Background: an optimization exercise with open tools, aiming at small area, a short achievable clock period and few clock cycles. Do not read the settings as production practice.
In this exercise RTL edits were held to simulation tests only and were not proved equivalent to the original.

## flow/design.v (module list and top-level ports; edited modules follow where they fit)
// module jvl_limit: 46 lines
// module jvl_integrate: 21 lines
// module jvl_mul: 1267 lines
// module joint_velocity_limiter_integrator: 236 lines
module joint_velocity_limiter_integrator #(
  parameter int MAX_JOINTS = jvl_pkg::MAX_JOINTS_DEF
) (
  input  logic clk,
  input  logic rst,
  input  logic                                s_axis_tvalid,
  output logic                                s_axis_tready,
  input  logic [jvl_pkg::IN_TDATA_W-1:0]      s_axis_tdata,
  input  logic                                s_axis_tuser,
  output logic                                m_axis_tvalid,
  input  logic                                m_axis_tready,
  output logic [jvl_pkg::OUT_TDATA_W-1:0]     m_axis_tdata,
  input  logic                                cfg_we,
  input  logic [jvl_pkg::CFG_IDX_W-1:0]       cfg_index,
  input  logic [jvl_pkg::CFG_DATA_W-1:0]      cfg_data
);
  // ...
==> flow/flow/run.sh <==
#!/bin/bash
# The standard layout (the standard.sh: standard synthesis, floorplan, power grid,
# placement, CTS, routing), with ORFS's timing repair asked to leave 17 ns of setup
# slack at the design's 24 ns clock, so it works on every path longer than 7 ns.
# The constraints (SDC) and clock period are the design's, unchanged.
set -o pipefail
bash standard.sh SETUP_SLACK_MARGIN=17 finish > standard_flow.log 2>&1
==> flow/standard.sh <==
#!/bin/bash
# synth_recipe.tcl (not shown) runs the flow's synth.tcl, then flattens the netlist and writes it again
# the make line also repeats each setting of config.mk as NAME=value (left out here)
make -C /OpenROAD-flow-scripts/flow DESIGN_CONFIG=/design/flow/config.mk WORK_HOME=/design/flow/orfs CLKGATE_MAP_FILE= SYNTH_SCRIPT=/design/flow/synth_recipe.tcl "${@:-finish}"
==> flow/config.mk <==
export PLATFORM = sky130hd
export DESIGN_NAME = joint_velocity_limiter_integrator
export DESIGN_NICKNAME = joint_velocity_limiter_integrator
export VERILOG_FILES = /design/flow/design.v
export SDC_FILE = /design/flow/constraint.sdc
export NUM_CORES = 4
export LEC_CHECK = 0
export CAP_MARGIN = 20
export CORE_MARGIN = 2
export CORE_UTILIZATION = 40
export SLEW_MARGIN = 20
==> flow/constraint.sdc <==
create_clock -name core_clock -period 24.0 [get_ports {clk}]
set_input_delay 4.8000 -clock core_clock [delete_from_list [all_inputs] [get_ports {clk}]]
set_output_delay 4.8000 -clock core_clock [all_outputs]
set_load 0.01 [all_outputs]
==> out/qor.csv, run 1 <==
stage;metric;value;unit
synth;ys.warnings.count;5;
routing;vias;53000;
critical_path;crit_buf_inv;6;
global_routing;grt_use_met2;39.9;%
critical_path;critPathKind;reg2reg;
clock_network;cts_inserted_buffers;97;
critical_path;arrival;7.63;ns
critical_path;worst-path-stages;30;
final_layout;drive_above_1_share;13.4;%
synth;synth_seq_cells;917;
critical_path;startpoint;r0_j[0];
routing;highest_layer;met5;
sta;slew_headroom;24.4;%
final_layout;final_common_cell;nand2_1;
clock_network;clock_path_buffers;3;
critical_path;r2r_setup_slack;17.04;ns
final_layout;seq_cell_count;917;
final_layout;final_cell_mix;646 x nand2_1, 640 x inv_1, 564 x a21oi_1;
routing;met2WireLength;95300;um
hold_path;min_path_type;reg2reg;
die;pin_count;245;
synth;yosys.area_share.simple;11.7;%
placement;routabilityCongestion;0.922;
critical_path;worstPathRequired;24.67;ns
synth;synth_compound_gate_area_share;20.6;%
outcome;status;no timing/DRC/antenna violations;
placement;dpl_cell_area;66900;sq um
routing;drt-total-wl;208000;um
final_layout;buffer_area_share;8.16;%
critical_path;critPathLaunchType;flop;
routing;wl_per_cell;22.5;um
Testbench counts, summed over its fixed seeds: cycles 32,160.
==> run 2: changes to the inputs <==
==> flow/run.sh (new file) <==
#!/bin/bash
# synth_recipe.tcl (not shown) runs the flow's synth.tcl, then flattens the netlist and writes it again
# the make line also repeats each setting of config.mk as NAME=value (left out here)
make -C /OpenROAD-flow-scripts/flow DESIGN_CONFIG=/design/flow/config.mk WORK_HOME=/design/flow/orfs CLKGATE_MAP_FILE= SYNTH_SCRIPT=/design/flow/synth_recipe.tcl finish
removed: flow/flow/run.sh
removed: flow/standard.sh
==> run 2 against run 1 <==
  * Non-clock buffer count fell by 207
  * Clock-buffer cell count rose by 16
  * Sequential share of layout area rose by 2.0 points
  * Routed wire length fell by 7.8%
  * First-iteration DRC count fell by 6.9%
  * Highest routed layer unchanged
  * Cell area fell by 6.2%
  * Sequential cell count did not move
==> out/qor.csv, run 2 <==
stage;metric;value;unit;change
outcome;status;no timing/DRC/antenna violations;;
sta;hold_viol_final;0;;
sta;worst_slew_pin_slew;1.20;ns;
global_routing;track_usage;23.6;%;
clock_network;insertion_delay;0.78;ns;
sta;timing.fmax;0.103;GHz;
final_layout;drive_above_1_share;6.87;%;-6.5 points
final_layout;multiInputGateArea;35400;sq um;
die;fp.dieW;400;um;
synth;yosysSeqAreaShare;36.8;%;
global_routing;antenna_found_initial;9;;
clock_network;post_cts_buffers;0;;
job;max_cap_viol_count;0;;
clock_network;cts_tree;yes;;
routing;detail_route.first_pass.iterations;6;;
clock_network;cts_inserted_buffers;100;;+3.1%
sta;slew_headroom;19.9;%;-4.5 points
synth;syn_area_per_cell;9.09;sq um;
final_layout;nets;7825;;
synth;synthCells;6882;;
routing;ant_nets;0;;
final_layout;area_growth;12.4;%;
final_layout;fillers;14900;;
clock_network;cts-root-buf;clkbuf_16;;
critical_path;crit_path_max_incr_delay;0.74;ns;
routing;wl_per_cell;21.2;um;-5.7%
critical_path;crit_slowest_cell;a21oi_1;;
final_layout;reg.largest.list;tgt_store x256, vel_store x160;;
routing;drc;0;;
die;initial_core_util;40.2;%;
synth;synth_nets;7828;;
critical_path;worst_setup_path_end_kind;flop;;
clock_network;htreeDepth;3;;
synth;synth_edf_count;470;;
sta;min_period;9.70;ns;
final_layout;final_cell_mix;667 x nand2_1, 653 x inv_1, 610 x a21oi_1;;
die;pin_count;245;;unchanged
routing;drt_iter0_markers;4943;;
global_routing;overflow;0;;
routing;vias_per_cell;5.71;;
synth;synth_top_area_share;22.6;%;
clock_network;post_cts_resized;0;;
die;core-area;156000;sq um;
critical_path;critPathKind;reg2reg;;
final_layout;seq_area;23100;sq um;
die;num_rows;145;;
critical_path;arrival;10.07;ns;+2.44 ns
clock_network;hold_buffers;0;;
sta;setup_viol;0;;
sta;timing.final.max_slew_violations;0;;
final_layout;largest_register_ffs;256;;
synth;synth_common_cells;667 x nand2_1, 653 x inv_1, 611 x a21oi_1, 573 x nor2_1, 543 x ha_1;;
clock_network;path_clk_slew;0.06;ns;
hold_path;min_path_type;reg2reg;;
sta;rsz0062_at_grt;false;;
synth;synth_top_area_cell;edfxtp_1;;
global_routing;grt_max_degree;128;;
synth;ys_types;105;;
die;die-area;160000;sq um;
critical_path;critPathLaunchType;flop;;
synth;netlist_area;62600;sq um;
critical_path;path_max_fanout;42;;
synth;synth_seq_cells;917;;unchanged
synth;synth_area_leaders;edfxtp_1 23%, dfxtp_1 14%, ha_1 11%;;
synth;yosysMostFrequentCell;nand2_1;;
final_layout;top_register;tgt_store;;
final_layout;final_common_cell;nand2_1;;
sta;setup_tns;0;ns;
placement;hpwlAfterDp;136000;um;
placement;io_buffers;236;;
die;die_h;400;um;
clock_network;cts.sinks;917;;
sta;fin_crit_sh;40.4;%;
global_routing;grt_pass1_vias;49100;;
sta;fin_hold_ws;0.418;ns;
critical_path;worstPathRequired;24.37;ns;-0.30 ns
placement;routabilityCongestion;0.904;;-2.0%
sta;finClkSkew;0.0611;ns;
clock_network;clock_path_buffers;3;;unchanged
critical_path;crit_buf_inv;6;;unchanged
synth;ys.warnings.count;5;;unchanged
synth;async_reset_ff_share;0;%;
routing;vias;51500;;-3.0%
global_routing;grt_pass1_wl;294000;um;
critical_path;cp_top_family;compound AO/OA/AOI/OAI gates;;
routing;drt-total-wl;192000;um;-7.8%
synth;synth_ff_type;edfxtp_1;;
[run 2: path summary, 6_finish.rpt]
kind	from	to	slack, ns	cells after the start
max reg2reg	r3_j[0]	out_d[8]	14.30	29
min	r2_hi[18]	r3_hi[18]	0.42	0
max	r3_j[0]	out_d[8]	14.30	29
min reg2reg	r2_hi[18]	r3_hi[18]	0.42	0
[run 2: area by class of cell]
type / instances / area share, %
multi-input combinational: 4834 / 50.3
tap: 2058 / 3.66
clock inverter: 45 / 0.921
inverter: 658 / 3.52
clock buffer: 139 / 4.00
sequential: 917 / 32.8
antenna: 1 / 0.00356
timing repair buffer: 368 / 4.79
[run 2: cell families (layout without fill, tap and decap cells)]
family | Yosys count | count (layout) | synth area share [%]
AO/OA/AOI/OAI | 2046 | 2046 | 20.6
XOR/XNOR | 163 | 163 | 2.29
adder cells (fa/ha/maj) | 777 | 777 | 18.1
buffers and inverters | 1131 | 1210 | 6.80
flip-flops | 917 | 917 | 36.8
multiplexers | 179 | 179 | 3.76
other | 1 | 2 | 0.00599
AND/OR/NAND/NOR | 1668 | 1668 | 11.7
[run 2: metrics by stage]
| stage | cell area (sq um) | util (%) | worst slack (ns) | cells |
|---|---|---|---|---|
| finish | 70400 | 45.2 | 14.30 | 9020 |
| global route | 70400 | 45.2 | 13.67 | 9019 |
| CTS | 70300 | 45.1 | 14.50 | 9018 |
| detailed placement | 66900 | 42.9 | 14.53 | 8834 |
| global placement | 66900 | 42.9 | 14.56 | 8833 |
| floorplan | 62600 | - | 13.34 | 6882 |
[run 2: metal layers]
metal | track usage (%) | vias up | share of wire [%]
met5 | 0 | - | 0.011
met4 | 6.90 | 4 | 2.7
met3 | 3.71 | 266 | 8.0
met2 | 36.5 | 1991 | 45
met1 | 33.8 | 24900 | 45
li1 | - | 24300 | -
==> module joint_velocity_limiter_integrator, before the edit <==
module joint_velocity_limiter_integrator #(
  parameter int MAX_JOINTS = jvl_pkg::MAX_JOINTS_DEF
) (
  input  logic clk,
  input  logic rst,
  input  logic                                s_axis_tvalid,
  output logic                                s_axis_tready,
  input  logic [jvl_pkg::IN_TDATA_W-1:0]      s_axis_tdata,
  input  logic                                s_axis_tuser,
  output logic                                m_axis_tvalid,
  input  logic                                m_axis_tready,
  output logic [jvl_pkg::OUT_TDATA_W-1:0]     m_axis_tdata,
  input  logic                                cfg_we,
  input  logic [jvl_pkg::CFG_IDX_W-1:0]       cfg_index,
  input  logic [jvl_pkg::CFG_DATA_W-1:0]      cfg_data
);
  localparam int PW = jvl_pkg::POS_W;
  localparam int VW = jvl_pkg::VEL_W;
  localparam int DW = jvl_pkg::DT_W;
  localparam int JW = jvl_pkg::JOINT_W;
  localparam int NJ = 8;
  localparam logic [PW-1:0] CmdMax = PW'(jvl_pkg::VEL_MAX);
  localparam logic [PW-1:0] CmdMin = 32'hFFFA_0000;    
  localparam logic [PW-1:0] PosMin = {1'b1, {(PW-1){1'b0}}};
  localparam logic [PW-1:0] PosMax = {1'b0, {(PW-1){1'b1}}};
  logic [jvl_pkg::COUNT_W-1:0] num_joints;
  logic [DW-1:0]               default_step, default_dt;
  logic                        clear;
  always_ff @(posedge clk) begin
    if (rst) begin
      num_joints   <= jvl_pkg::NUM_JOINTS_RST;
      default_step <= jvl_pkg::DEFAULT_STEP_RST;
    end else if (cfg_we) begin
      if (cfg_index == jvl_pkg::CFG_NUM_JOINTS) begin
        num_joints <= cfg_data[jvl_pkg::COUNT_W-1:0];
      end else begin
        default_step <= cfg_data;
      end
    end
  end
  always_ff @(posedge clk) begin
    clear <= rst || (cfg_we && (cfg_index == jvl_pkg::CFG_NUM_JOINTS));
  end
  assign default_dt = (default_step != '0) ? default_step : DW'(1);
  logic adv;
  logic [JW-1:0] in_j;
  logic [PW-1:0] in_cmd;
  logic [DW-1:0] in_step, in_dt;
  logic          in_act, in_over, in_under;
  always_comb begin
    in_j     = s_axis_tdata[2:0];
    in_cmd   = s_axis_tdata[34:3];
    in_step  = s_axis_tdata[152:133];
    in_dt    = (in_step != '0) ? in_step : default_dt;
    in_act   = num_joints[3] || (in_j < num_joints[2:0]);
    in_over  = !in_cmd[PW-1] && (in_cmd > CmdMax);
    in_under = in_cmd[PW-1] && (in_cmd < CmdMin);
  end
  logic          r0_v, r0_sync, r0_lo_en, r0_hi_en, r0_over, r0_under;
  logic [JW-1:0] r0_j;
  logic [VW-1:0] r0_cmd;
  logic [DW-1:0] r0_dt;
  logic [PW-1:0] r0_pos, r0_lo, r0_hi;
  always_ff @(posedge clk) begin
    if (rst) begin
      r0_v <= 1'b0;
    end else if (adv) begin
      r0_v <= s_axis_tvalid && in_act;
    end
  end
  always_ff @(posedge clk) begin
    if (adv) begin
      r0_sync  <= (s_axis_tuser == jvl_pkg::REQ_SYNC);
      r0_j     <= in_j;
      r0_cmd   <= in_cmd[VW-1:0];
      r0_over  <= in_over;
      r0_under <= in_under;
      r0_dt    <= in_dt;
      r0_pos   <= s_axis_tdata[66:35];
      r0_lo    <= s_axis_tdata[98:67];
      r0_hi    <= s_axis_tdata[130:99];
      r0_lo_en <= s_axis_tdata[131];
      r0_hi_en <= s_axis_tdata[132];
    end
  end
  logic signed [VW-1:0] s2_cmd;
  logic signed [PW+1:0] s2_lo_gap, s2_hi_gap;
  logic                 s2_nlo, s2_nhi, s2_cross;
  logic [PW-1:0]        s2_lo, s2_hi;
  always_comb begin
    s2_cmd = r0_over ? CmdMax[VW-1:0] : r0_under ? CmdMin[VW-1:0] : r0_cmd;
    s2_lo_gap = {{2{r0_pos[PW-1]}}, r0_pos} - {{2{r0_lo[PW-1]}}, r0_lo}
              - (PW+2)'(jvl_pkg::MARGIN + 1);
    s2_hi_gap = {{2{r0_pos[PW-1]}}, r0_pos} - {{2{r0_hi[PW-1]}}, r0_hi}
              + (PW+2)'(jvl_pkg::MARGIN);
    s2_nlo = r0_lo_en && s2_lo_gap[PW+1];
    s2_nhi = r0_hi_en && !s2_hi_gap[PW+1];
    s2_cross = r0_lo_en && r0_hi_en && ($signed(r0_lo) > $signed(r0_hi));
    if (r0_sync) begin
      s2_lo = r0_pos;
      s2_hi = r0_pos;
    end else begin
      s2_lo = s2_cross ? r0_hi : r0_lo_en ? r0_lo : PosMin;
      s2_hi = r0_hi_en ? r0_hi : PosMax;
    end
  end
  logic signed [VW-1:0] vel_store [NJ];
  logic signed [VW-1:0] s2_last, s2_vel;
  assign s2_last = vel_store[r0_j];
  jvl_limit u_limit (
    .cmd     (s2_cmd),
    .last    (s2_last),
    .dt      (r0_dt),
    .near_lo (s2_nlo),
    .near_hi (s2_nhi),
    .vel     (s2_vel)
  );
  always_ff @(posedge clk) begin
    for (int k = 0; k < NJ; k++) begin
      if (clear) begin
        vel_store[k] <= '0;
      end else if (adv && r0_v && !r0_sync && (r0_j == JW'(k))) begin
        vel_store[k] <= s2_vel;
      end
    end
  end
  logic          r2_v, r2_sync;
  logic [JW-1:0] r2_j;
  logic signed [VW-1:0] r2_vel;
  logic [DW-1:0] r2_dt;
  logic [PW-1:0] r2_lo, r2_hi;
  always_ff @(posedge clk) begin
    if (rst) begin
      r2_v <= 1'b0;
    end else if (adv) begin
      r2_v <= r0_v;
    end
  end
  always_ff @(posedge clk) begin
    if (adv) begin
      r2_sync <= r0_sync;
      r2_j    <= r0_j;
      r2_vel  <= s2_vel;
      r2_dt   <= r0_dt;
      r2_lo   <= s2_lo;
      r2_hi   <= s2_hi;
    end
  end
  logic signed [VW-1:0] s3_step;
  jvl_mul u_mul (
    .v    (r2_vel),
    .dt   (r2_dt),
    .step (s3_step)
  );
  logic          r3_v, r3_sync;
  logic [JW-1:0] r3_j;
  logic signed [VW-1:0] r3_vel, r3_step;
  logic [PW-1:0] r3_lo, r3_hi;
  always_ff @(posedge clk) begin
    if (rst) begin
      r3_v <= 1'b0;
    end else if (adv) begin
      r3_v <= r2_v;
    end
  end
  always_ff @(posedge clk) begin
    if (adv) begin
      r3_sync <= r2_sync;
      r3_j    <= r2_j;
      r3_vel  <= r2_vel;
      r3_step <= s3_step;
      r3_lo   <= r2_lo;
      r3_hi   <= r2_hi;
    end
  end
  logic signed [PW-1:0] tgt_store [NJ];
  logic signed [PW-1:0] s4_last, s4_tgt;
  logic                 s4_res;
  assign s4_last = tgt_store[r3_j];
  assign s4_res  = adv && r3_v && !r3_sync;
  jvl_integrate u_integrate (
    .step        (r3_step),
    .target      (s4_last),
    .lo          (r3_lo),
    .hi          (r3_hi),
    .target_next (s4_tgt)
  );
  always_ff @(posedge clk) begin
    for (int k = 0; k < NJ; k++) begin
      if (clear) begin
        tgt_store[k] <= '0;
      end else if (adv && r3_v && (r3_j == JW'(k))) begin
        tgt_store[k] <= s4_tgt;
      end
    end
  end
  localparam int OW = VW + PW + JW;
  logic          out_v, skid_v, rdy, out_free, out_v_nx, skid_v_nx;
  logic [OW-1:0] out_d, skid_d, s4_d;
  assign s4_d     = {r3_vel, s4_tgt, r3_j};
  assign out_free = !out_v || m_axis_tready;
  assign adv      = !skid_v;
  always_comb begin
    if (out_free) begin
      out_v_nx  = skid_v || s4_res;
      skid_v_nx = 1'b0;
    end else begin
      out_v_nx  = 1'b1;
      skid_v_nx = skid_v || s4_res;
    end
  end
  always_ff @(posedge clk) begin
    if (rst) begin
      out_v  <= 1'b0;
      skid_v <= 1'b0;
      rdy    <= 1'b1;
    end else begin
      out_v  <= out_v_nx;
      skid_v <= skid_v_nx;
      rdy    <= !skid_v_nx;
    end
  end
  always_ff @(posedge clk) begin
    if (out_free) begin
      out_d <= skid_v ? skid_d : s4_d;
    end
  end
  always_ff @(posedge clk) begin
    if (!out_free && s4_res) begin
      skid_d <= s4_d;
    end
  end
  assign s_axis_tready = rdy;
  assign m_axis_tvalid = out_v;
  assign m_axis_tdata  = {1'b0, out_d};
endmodule
==> run 3: changes to the inputs <==
--- a/flow/design.v
+++ b/flow/design.v
@@ -1396,5 +1396,3 @@
   end
-  always_ff @(posedge clk) begin
-    clear <= rst || (cfg_we && (cfg_index == jvl_pkg::CFG_NUM_JOINTS));
-  end
+  assign clear = rst || (cfg_we && (cfg_index == jvl_pkg::CFG_NUM_JOINTS));
   assign default_dt = (default_step != '0) ? default_step : DW'(1);
@@ -1416,2 +1414,3 @@
   logic [JW-1:0] r0_j;
+  logic signed [VW-1:0] r0_last, in_last;
   logic [VW-1:0] r0_cmd;
@@ -1439,2 +1438,3 @@
       r0_hi_en <= s_axis_tdata[132];
+      r0_last  <= in_last;
     end
@@ -1463,7 +1463,16 @@
   logic signed [VW-1:0] vel_store [NJ];
-  logic signed [VW-1:0] s2_last, s2_vel;
-  assign s2_last = vel_store[r0_j];
+  logic [NJ-1:0]        vel_ok;
+  logic signed [VW-1:0] s2_vel, in_read;
+  logic                 s2_we;
+  always_comb begin
+    in_read = '0;
+    for (int k = 0; k < NJ; k++) begin
+      in_read = in_read | (vel_store[k] & {VW{vel_ok[k] && (in_j == JW'(k))}});
+    end
+  end
+  assign s2_we   = adv && r0_v && !r0_sync;
+  assign in_last = (r0_v && !r0_sync && (in_j == r0_j)) ? s2_vel : in_read;
   jvl_limit u_limit (
     .cmd     (s2_cmd),
-    .last    (s2_last),
+    .last    (r0_last),
     .dt      (r0_dt),
@@ -1474,8 +1483,11 @@
   always_ff @(posedge clk) begin
-    for (int k = 0; k < NJ; k++) begin
-      if (clear) begin
-        vel_store[k] <= '0;
-      end else if (adv && r0_v && !r0_sync && (r0_j == JW'(k))) begin
-        vel_store[k] <= s2_vel;
-      end
+    if (s2_we) begin
+      vel_store[r0_j] <= s2_vel;
+    end
+  end
+  always_ff @(posedge clk) begin
+    if (clear) begin
+      vel_ok <= '0;
+    end else if (s2_we) begin
+      vel_ok[r0_j] <= 1'b1;
     end
@@ -1505,2 +1517,3 @@
   logic signed [VW-1:0] s3_step;
+  logic signed [PW-1:0] s3_read, s3_last, s4_tgt;
   jvl_mul u_mul (
@@ -1513,2 +1526,3 @@
   logic signed [VW-1:0] r3_vel, r3_step;
+  logic signed [PW-1:0] r3_last;
   logic [PW-1:0] r3_lo, r3_hi;
@@ -1527,2 +1541,3 @@
       r3_step <= s3_step;
+      r3_last <= s3_last;
       r3_lo   <= r2_lo;
@@ -1532,9 +1547,16 @@
   logic signed [PW-1:0] tgt_store [NJ];
-  logic signed [PW-1:0] s4_last, s4_tgt;
-  logic                 s4_res;
-  assign s4_last = tgt_store[r3_j];
-  assign s4_res  = adv && r3_v && !r3_sync;
+  logic [NJ-1:0]        tgt_ok;
+  logic                 s4_res, s4_we;
+  always_comb begin
+    s3_read = '0;
+    for (int k = 0; k < NJ; k++) begin
+      s3_read = s3_read | (tgt_store[k] & {PW{tgt_ok[k] && (r2_j == JW'(k))}});
+    end
+  end
+  assign s4_we   = adv && r3_v;
+  assign s4_res  = s4_we && !r3_sync;
+  assign s3_last = (r3_v && (r2_j == r3_j)) ? s4_tgt : s3_read;
   jvl_integrate u_integrate (
     .step        (r3_step),
-    .target      (s4_last),
+    .target      (r3_last),
     .lo          (r3_lo),
@@ -1544,8 +1566,11 @@
   always_ff @(posedge clk) begin
-    for (int k = 0; k < NJ; k++) begin
-      if (clear) begin
-        tgt_store[k] <= '0;
-      end else if (adv && r3_v && (r3_j == JW'(k))) begin
-        tgt_store[k] <= s4_tgt;
-      end
+    if (s4_we) begin
+      tgt_store[r3_j] <= s4_tgt;
+    end
+  end
+  always_ff @(posedge clk) begin
+    if (clear) begin
+      tgt_ok <= '0;
+    end else if (s4_we) begin
+      tgt_ok[r3_j] <= 1'b1;
     end
@@ -1584,3 +1609,3 @@
   always_ff @(posedge clk) begin
-    if (!out_free && s4_res) begin
+    if (adv) begin
       skid_d <= s4_d;
==> flow/flow/run.sh (new file) <==
#!/bin/bash
# The standard layout (the standard.sh: standard synthesis, floorplan, power grid,
# placement, CTS, routing), with ORFS's timing repair asked to leave 18 ns of setup
# slack at the design's 24 ns clock, so it works on every path longer than 6 ns.
# The constraints (SDC) and clock period are the design's, unchanged.
set -o pipefail
bash standard.sh SETUP_SLACK_MARGIN=18 finish > standard_flow.log 2>&1
==> flow/standard.sh (new file) <==
#!/bin/bash
# synth_recipe.tcl (not shown) runs the flow's synth.tcl, then flattens the netlist and writes it again
# the make line also repeats each setting of config.mk as NAME=value (left out here)
make -C /OpenROAD-flow-scripts/flow DESIGN_CONFIG=/design/flow/config.mk WORK_HOME=/design/flow/orfs CLKGATE_MAP_FILE= SYNTH_SCRIPT=/design/flow/synth_recipe.tcl "${@:-finish}"
removed: flow/run.sh
==> run 3 against run 2 <==
  * Via count shrank 4.5%
  * Clock-buffer cell count is the same
  * Setup slack gained 3.1 ns
  * Sequential cell count grew 67
  * Critical endpoint is now r3_step[13]
  * Largest cell class unchanged
==> out/qor.csv, run 3 <==
stage;metric;value;unit;change
final_layout;area_growth;19.6;%;
synth;async_reset_ff_share;0;%;unchanged
final_layout;multiInputGateArea;34100;sq um;-3.6%
sta;worst_slew_pin_slew;0.955;ns;-0.247 ns
critical_path;arrival;7.05;ns;-3.02 ns
synth;ys.warnings.count;3;;-2
global_routing;overflow;0;;unchanged
sta;setup_viol;0;;unchanged
die;core-area;158000;sq um;+1.6%
global_routing;grt_pass1_wl;294000;um;+0.28%
final_layout;top_register;tgt_store;;
routing;wl_per_cell;23.5;um;+10%
sta;fin_crit_sh;27.5;%;-13 points
placement;dpl_cell_area;68600;sq um;+2.6%
clock_network;insertion_delay;0.76;ns;-0.02 ns
final_layout;drive_above_1_share;15.7;%;+8.8 points
final_layout;fillers;14200;;-4.8%
placement;place_inst;8041;;-9.0%
clock_network;htreeDepth;3;;unchanged
sta;finClkSkew;0.0758;ns;+0.0148 ns
synth;ys_types;93;;-11%
die;initial_core_util;40.3;%;+0.12 points
placement;io_buffers;236;;unchanged
critical_path;critPathLaunchType;flop;;
clock_network;path_clk_slew;0.07;ns;about the same
routing;detail_route.first_pass.iterations;5;;-1
critical_path;worst_setup_path_end_kind;flop;;
die;num_rows;146;;+0.69%
sta;rsz0062_at_grt;true;;
routing;vias_per_cell;5.80;;+1.7%
clock_network;cts_inserted_buffers;103;;+3.0%
synth;synth_area_leaders;edfxtp_1 42%, ha_1 11%, fa_1 6.8%;;
global_routing;antenna_found_initial;4;;-5
sta;min_period;6.60;ns;-3.10 ns
final_layout;final_cell_mix;883 x edfxtp_1, 521 x ha_1, 489 x nor2_1;;
final_layout;reg.largest.list;tgt_store x256, vel_store x160;;
outcome;status;no timing/DRC/antenna violations;;
die;pin_count;245;;unchanged
synth;syn_area_per_cell;10.6;sq um;+17%
hold_path;min_path_type;reg2reg;;
sta;timing.final.max_slew_violations;0;;unchanged
synth;synth_ff_type;edfxtp_1;;
clock_network;cts_tree;yes;;
synth;synth_top_area_share;41.6;%;+19 points
global_routing;track_usage;23.6;%;about the same
critical_path;critPathKind;reg2reg;;
routing;vias;49200;;-4.5%
sta;slew_headroom;36.4;%;+16 points
final_layout;fin_util;48.2;%;+3.0 points
final_layout;nets;7265;;-7.2%
routing;drt_iter0_markers;4222;;-15%
placement;routabilityCongestion;0.907;;+0.32%
clock_network;hold_buffers;0;;unchanged
synth;synth_edf_count;883;;+88%
die;fp.dieW;403;um;+0.95%
final_layout;seq_area;28500;sq um;+24%
die;die-area;163000;sq um;+1.9%
die;die_h;403;um;+0.95%
sta;hold_viol_final;0;;unchanged
synth;synthCells;6018;;-13%
final_layout;stdcell_area;76300;sq um;+8.4%
synth;synth_nets;6972;;-11%
clock_network;cts.sinks;984;;+7.3%
sta;timing.fmax;0.151;GHz;+47%
synth;netlist_area;63800;sq um;+1.9%
global_routing;grt_pass1_vias;47400;;-3.4%
final_layout;layout.cells.non_filler;8476;;-6.0%
placement;hpwlAfterDp;134000;um;-1.7%
synth;synth_seq_cells;984;;+7.3%
routing;drt-total-wl;199000;um;+3.8%
final_layout;largest_register_ffs;256;;unchanged
clock_network;cts-root-buf;clkbuf_16;;
critical_path;worstPathRequired;24.45;ns;+0.08 ns
routing;drc;0;;unchanged
clock_network;clock_path_buffers;3;;unchanged
routing;ant_nets;0;;unchanged
synth;yosysMostFrequentCell;edfxtp_1;;
final_layout;final_common_cell;edfxtp_1;;
critical_path;path_max_fanout;6;;-86%
job;max_cap_viol_count;0;;unchanged
sta;setup_tns;0;ns;unchanged
synth;synth_common_cells;883 x edfxtp_1, 551 x ha_1, 521 x nor2_1, 489 x inv_1, 468 x a21oi_1;;
synth;synth_top_area_cell;edfxtp_1;;
synth;yosysSeqAreaShare;44.7;%;+7.9 points
global_routing;grt_max_degree;183;;+43%
-- run 3: changes by cell type after synthesis, moves of 143 or more --
cell      previous run  this run
dfxtp_1            447       101
o21ai_0            540       171
a21oi_1            611       468
inv_1              653       489
edfxtp_1           470       883
nand2_1            667       415
-- run 3: cell families after synthesis --
family / share of synthesized area (%)
mux: 1.89
compound gates: 16.7
fa+ha+maj: 18.3
buf+inv: 5.26
flops: 44.7
other cells: 0.00588
xor+xnor: 2.32
simple gates: 10.8
-- run 3: worst max-delay path: stages, from the launching register on --
cell and delay [ns]:
edfxtp_1 0.38, buf_12 0.14, buf_16 0.14, clkinvlp_4 0.12, nor2_4 0.16, buf_6 0.13, buf_4 0.12, nand2_1 0.06
a21oi_2 0.15, nor2_1 0.04, a221oi_1 0.23, ha_1 0.33, fa_1 0.56, fa_1 0.41, inv_1 0.09, fa_2 0.47
fa_2 0.57, inv_1 0.04, ha_1 0.23, a211o_1 0.32, or3b_4 0.38, o221a_4 0.28, o41ai_4 0.22, buf_6 0.18
buf_6 0.12, o211ai_1 0.11, a21oi_1 0.22, xnor2_1 0.09
-- run 3: path summary, 6_finish.rpt --
kind	startpoint	end	slack, ns	cells after the start
min reg2reg	r2_lo[23]	r3_lo[23]	0.37	0
max	r2_vel[7]	r3_step[13]	17.40	27
min	r2_lo[23]	r3_lo[23]	0.37	0
max reg2reg	r2_vel[7]	r3_step[13]	17.40	27
-- run 3: what timing repair did --
action | in CTS | in global routing
endpoints found under the setup margin | 630 | 639
gates cloned | 14 | 15
endpoints found under the hold margin | 0 | 0
gates resized for setup | 556 | 189
pin swaps | 78 | 98
buffers inserted | 145 | 63
-- run 3: layout make-up --
type / instances / area share [%]
antenna: 3 / 0.00984
clock buffer: 139 / 3.74
clock inverter: 56 / 0.830
inverter: 491 / 2.46
multi-input combinational: 4153 / 44.7
sequential: 984 / 37.4
tap: 2072 / 3.40
timing repair buffer: 578 / 7.43
-- run 3: through the flow --
stage / hold WS, ns / setup WS [ns]
floorplan: 0.400 / 17.67
global placement: 0.402 / 15.57
detailed placement: 0.405 / 15.23
CTS: 0.362 / 17.43
global route: 0.366 / 17.25
finish: 0.367 / 17.40
-- run 3: layer usage --
layer | up-vias | routed length [um] | share of wire [%] | global-route usage, %
met2 | 1869 | 93300 | 47 | 38.9
li1 | 22600 | - | - | -
met1 | 24400 | 86200 | 43 | 32.5
met3 | 319 | 13400 | 6.8 | 2.87
met4 | 0 | 5970 | 3.0 | 7.04
met5 | - | 0 | 0 | 0
Testbench counts of run 3, summed over its fixed seeds: cycles 32,160.
==> run 4: changes to the inputs <==
==> flow/flow/run.sh (replaced) <==
#!/bin/bash
# The standard layout (the standard.sh: standard synthesis, floorplan, power grid,
# placement, CTS, routing), with ORFS's timing repair asked to leave 17 ns of setup
# slack at the design's 24 ns clock, so it works on every path longer than 7 ns.
# The constraints (SDC) and clock period are the design's, unchanged.
set -o pipefail
bash standard.sh SETUP_SLACK_MARGIN=17 finish > standard_flow.log 2>&1
==> run 4 against run 3 <==
  * Still clean on timing, DRC and antenna
  * Critical path depth decreased by 21
  * Setup slack got worse by 0.32 ns
  * Via count decreased by 1.9%
  * Clock-buffer cell count decreased by 14
  * Sequential cell count unchanged
  * Synthesized cell count unchanged
  * Register-to-register slack got worse by 0.27 ns
  * Largest cell class unchanged
==> out/qor.csv, run 4 <==
stage;metric;value;unit;change
synth;synth_edf_count;883;;unchanged
clock_network;htreeDepth;3;;unchanged
placement;hpwlAfterDp;135000;um;+0.93%
critical_path;crit_path_max_incr_delay;0.91;ns;+0.34 ns
final_layout;reg.largest.list;tgt_store x256, vel_store x160;;
routing;drc;0;;unchanged
clock_network;insertion_delay;0.75;ns;about the same
critical_path;path_max_fanout;11;;+5
hold_path;min_path_type;reg2reg;;
sta;rsz0062_at_grt;true;;
routing;detail_route.first_pass.iterations;8;;+3
final_layout;drive_above_1_share;9.56;%;-6.1 points
clock_network;path_clk_slew;0.06;ns;about the same
critical_path;crit_buf_inv;1;;-8
die;initial_core_util;40.3;%;unchanged
synth;netlist_area;63800;sq um;unchanged
synth;synth_area_leaders;edfxtp_1 42%, ha_1 11%, fa_1 6.8%;;
routing;drt-total-wl;195000;um;-2.1%
die;num_rows;146;;unchanged
critical_path;critPathLaunchType;primary input;;
placement;io_buffers;236;;unchanged
synth;yosysSeqAreaShare;44.7;%;unchanged
routing;ant_nets;0;;unchanged
routing;vias_per_cell;5.79;;-0.22%
final_layout;fin_util;46.4;%;-1.7 points
clock_network;clock_path_buffers;3;;unchanged
synth;synth_top_area_share;41.6;%;unchanged
synth;async_reset_ff_share;0;%;unchanged
critical_path;cp_top_family;simple AND/OR/NAND/NOR gates;;
die;die_h;403;um;unchanged
synth;synth_ff_type;edfxtp_1;;
sta;timing.fmax;0.145;GHz;-4.6%
outcome;status;no timing/DRC/antenna violations;;
global_routing;overflow;0;;unchanged
final_layout;area_growth;15.3;%;
placement;pre_cts_ws;15.31;ns;+0.0858 ns
critical_path;crit_slowest_cell;nor3_2;;
clock_network;cts-root-buf;clkbuf_16;;
critical_path;r2r_start;r2_vel[4];;
final_layout;largest_register_ffs;256;;unchanged
synth;ys.warnings.count;3;;unchanged
global_routing;grt_pass1_wl;289000;um;-1.9%
placement;routabilityCongestion;0.918;;+1.2%
final_layout;top_register;tgt_store;;
final_layout;nets;7121;;-2.0%
synth;synth_common_cells;883 x edfxtp_1, 551 x ha_1, 521 x nor2_1, 489 x inv_1, 468 x a21oi_1;;
global_routing;antenna_found_initial;6;;+2
die;fp.dieW;403;um;unchanged
die;core-area;158000;sq um;unchanged
job;max_cap_viol_count;0;;unchanged
critical_path;worst_setup_path_end_kind;flop;;
synth;syn_area_per_cell;10.6;sq um;unchanged
hold_path;hp-start;r2_hi[11];;
global_routing;track_usage;23.2;%;-0.42 points
sta;setup_slack;17.08;ns;-0.317 ns
critical_path;arrival;7.52;ns;+0.47 ns
sta;fin_crit_sh;28.8;%;+1.3 points
synth;synth_top_area_cell;edfxtp_1;;
final_layout;final_cell_mix;883 x edfxtp_1, 547 x ha_1, 495 x nor2_1;;
critical_path;path_cells;clkdlybuf4s50_1 -> nand2_1 -> nor3_2 -> a221oi_1 -> nand3_1 -> mux2_2;;
synth;synthCells;6018;;unchanged
clock_network;cts_inserted_buffers;102;;-0.97%
sta;timing.final.max_slew_violations;0;;unchanged
sta;worst_slew_pin_slew;1.05;ns;+0.0926 ns
final_layout;seq_area;28500;sq um;about the same
synth;ys_types;93;;unchanged
final_layout;layout.cells.non_filler;8330;;-1.7%
sta;setup_tns;0;ns;unchanged
global_routing;grt_max_degree;147;;-20%
die;pin_count;245;;unchanged
sta;slew_headroom;29.8;%;-6.6 points
sta;setup_viol;0;;unchanged
global_routing;grt_pass1_vias;46300;;-2.4%
clock_network;cts.sinks;984;;unchanged
placement;place_inst;8044;;+0.037%
critical_path;worstPathRequired;24.60;ns;+0.15 ns
routing;drt_iter0_markers;5015;;+19%
die;die-area;163000;sq um;unchanged
sta;finClkSkew;0.0759;ns;+0.0000813 ns
final_layout;multiInputGateArea;32800;sq um;-4.0%
sta;hold_viol_final;0;;unchanged
synth;synth_seq_cells;984;;unchanged
final_layout;final_common_cell;edfxtp_1;;
final_layout;fillers;14400;;+1.6%
sta;min_period;6.92;ns;+0.317 ns
critical_path;startpoint;s_axis_tdata[1];;
routing;vias;48200;;-1.9%
clock_network;cts_tree;yes;;
routing;wl_per_cell;23.4;um;-0.35%
critical_path;critPathKind;in2reg;;
synth;yosysMostFrequentCell;edfxtp_1;;
synth;synth_nets;6972;;unchanged
==> run 4: final cells by class <==
type	count	share of cell area, %
Antenna cell	2	0.00680
Clock buffer	125	3.74
Clock inverter	68	0.985
Inverter	491	2.53
Multi-Input combinational cell	4147	44.6
Sequential cell	984	38.8
Tap cell	2072	3.52
Timing Repair Buffer	441	5.85
==> run 4: cells by family after synthesis <==
logic type / count (synthesis) / share of synthesized area (%)
other cells: 1 / 0.00588
buf+inv: 890 / 5.26
flops: 984 / 44.7
simple gates: 1465 / 10.8
fa+ha+maj: 814 / 18.3
mux: 112 / 1.89
compound gates: 1584 / 16.7
xor+xnor: 168 / 2.32
==> run 4: path summary, 6_finish.rpt <==
check,slack (ns),to,cells after the start
hold / removal,0.40,r3_hi[11],0
setup / recovery,17.08,r0_last[10],6
setup reg to reg,17.13,r3_step[13],23
hold reg to reg,0.40,r3_hi[11],0
==> run 4: metal layers <==
metal	track usage (%)	part of all wire (%)	vias to the layer above	wire length [um]
met5	0	0.012	-	23
met4	6.64	2.8	4	5390
met3	2.97	7.5	269	14600
met2	36.1	45	1916	86900
met1	33.7	45	23700	87800
li1	-	-	22300	-
==> run 4: stage by stage <==
step           hold WS [ns]  cell area, sq um
2_1_floorplan         0.400             63800
3_3_place_gp          0.401             68300
3_5_place_dp          0.405             68300
4_1_cts               0.401             72600
5_1_grt               0.419             73600
6_report              0.402             73600
==> run 4: worst register-to-register path, stage by stage (launching register included) <==
cell	delay, ns
edfxtp_1	0.42
buf_12	0.17
buf_4	0.17
xor2_1	0.18
and2_4	0.17
buf_12	0.15
a221oi_4	0.29
fa_1	0.49
fa_1	0.57
fa_1	0.45
fa_1	0.56
fa_1	0.44
ha_2	0.20
nor3_2	0.20
nand2_1	0.11
or4_4	0.44
a21oi_4	0.25
nor2_2	0.09
o221a_4	0.28
o41ai_4	0.31
buf_4	0.21
o211ai_1	0.11
a21oi_1	0.20
xnor2_1	0.10
==> run 4: timing repair <==
| item | 4_1_cts | 5_1_grt |
|---|---|---|
| hold buffers | 0 | 0 |
| gates resized for setup | 96 | 105 |
| pin swaps | 24 | 41 |
| gates cloned | 2 | 11 |
| setup buffers | 46 | 32 |
| endpoints found under the setup margin | 289 | 439 |

==> what the ideal ports hide <==
The results above use ideal ports. As a check the final layouts listed here were re-extracted and re-timed, cells and wires unchanged.
Step 1 assumes that a clkbuf_16 drives the clock port and a buf_2 every other input.
Step 2, shift: input delay + t, output delay - t, t = (earliest + latest rising clock arrival at the registers) / 2. This alone moves slack from input paths to output paths.
Three values: ideal, step 1, step 2; two values: the first two.
run | t (ns) | slack for setup (ns) | worst hold slack (ns)
run 1 | 0.807 | 17.038 / 17.038 / 16.904 | 0.396 / 0.396 / 0.396
run 2 | 0.827 | 14.298 / 14.298 / 14.298 | 0.418 / 0.418 / 0.418
run 3 | 0.803 | 17.399 / 17.399 / 17.174 | 0.367 / 0.367 / 0.367
run 4 | 0.794 | 17.082 / 17.090 / 16.295 | 0.402 / 0.402 / 0.402
After both steps setup and hold are still met in every run listed. The setup slack of run 4, which loses most, moves by +0.008 ns with the drivers and by -0.787 ns with both steps.
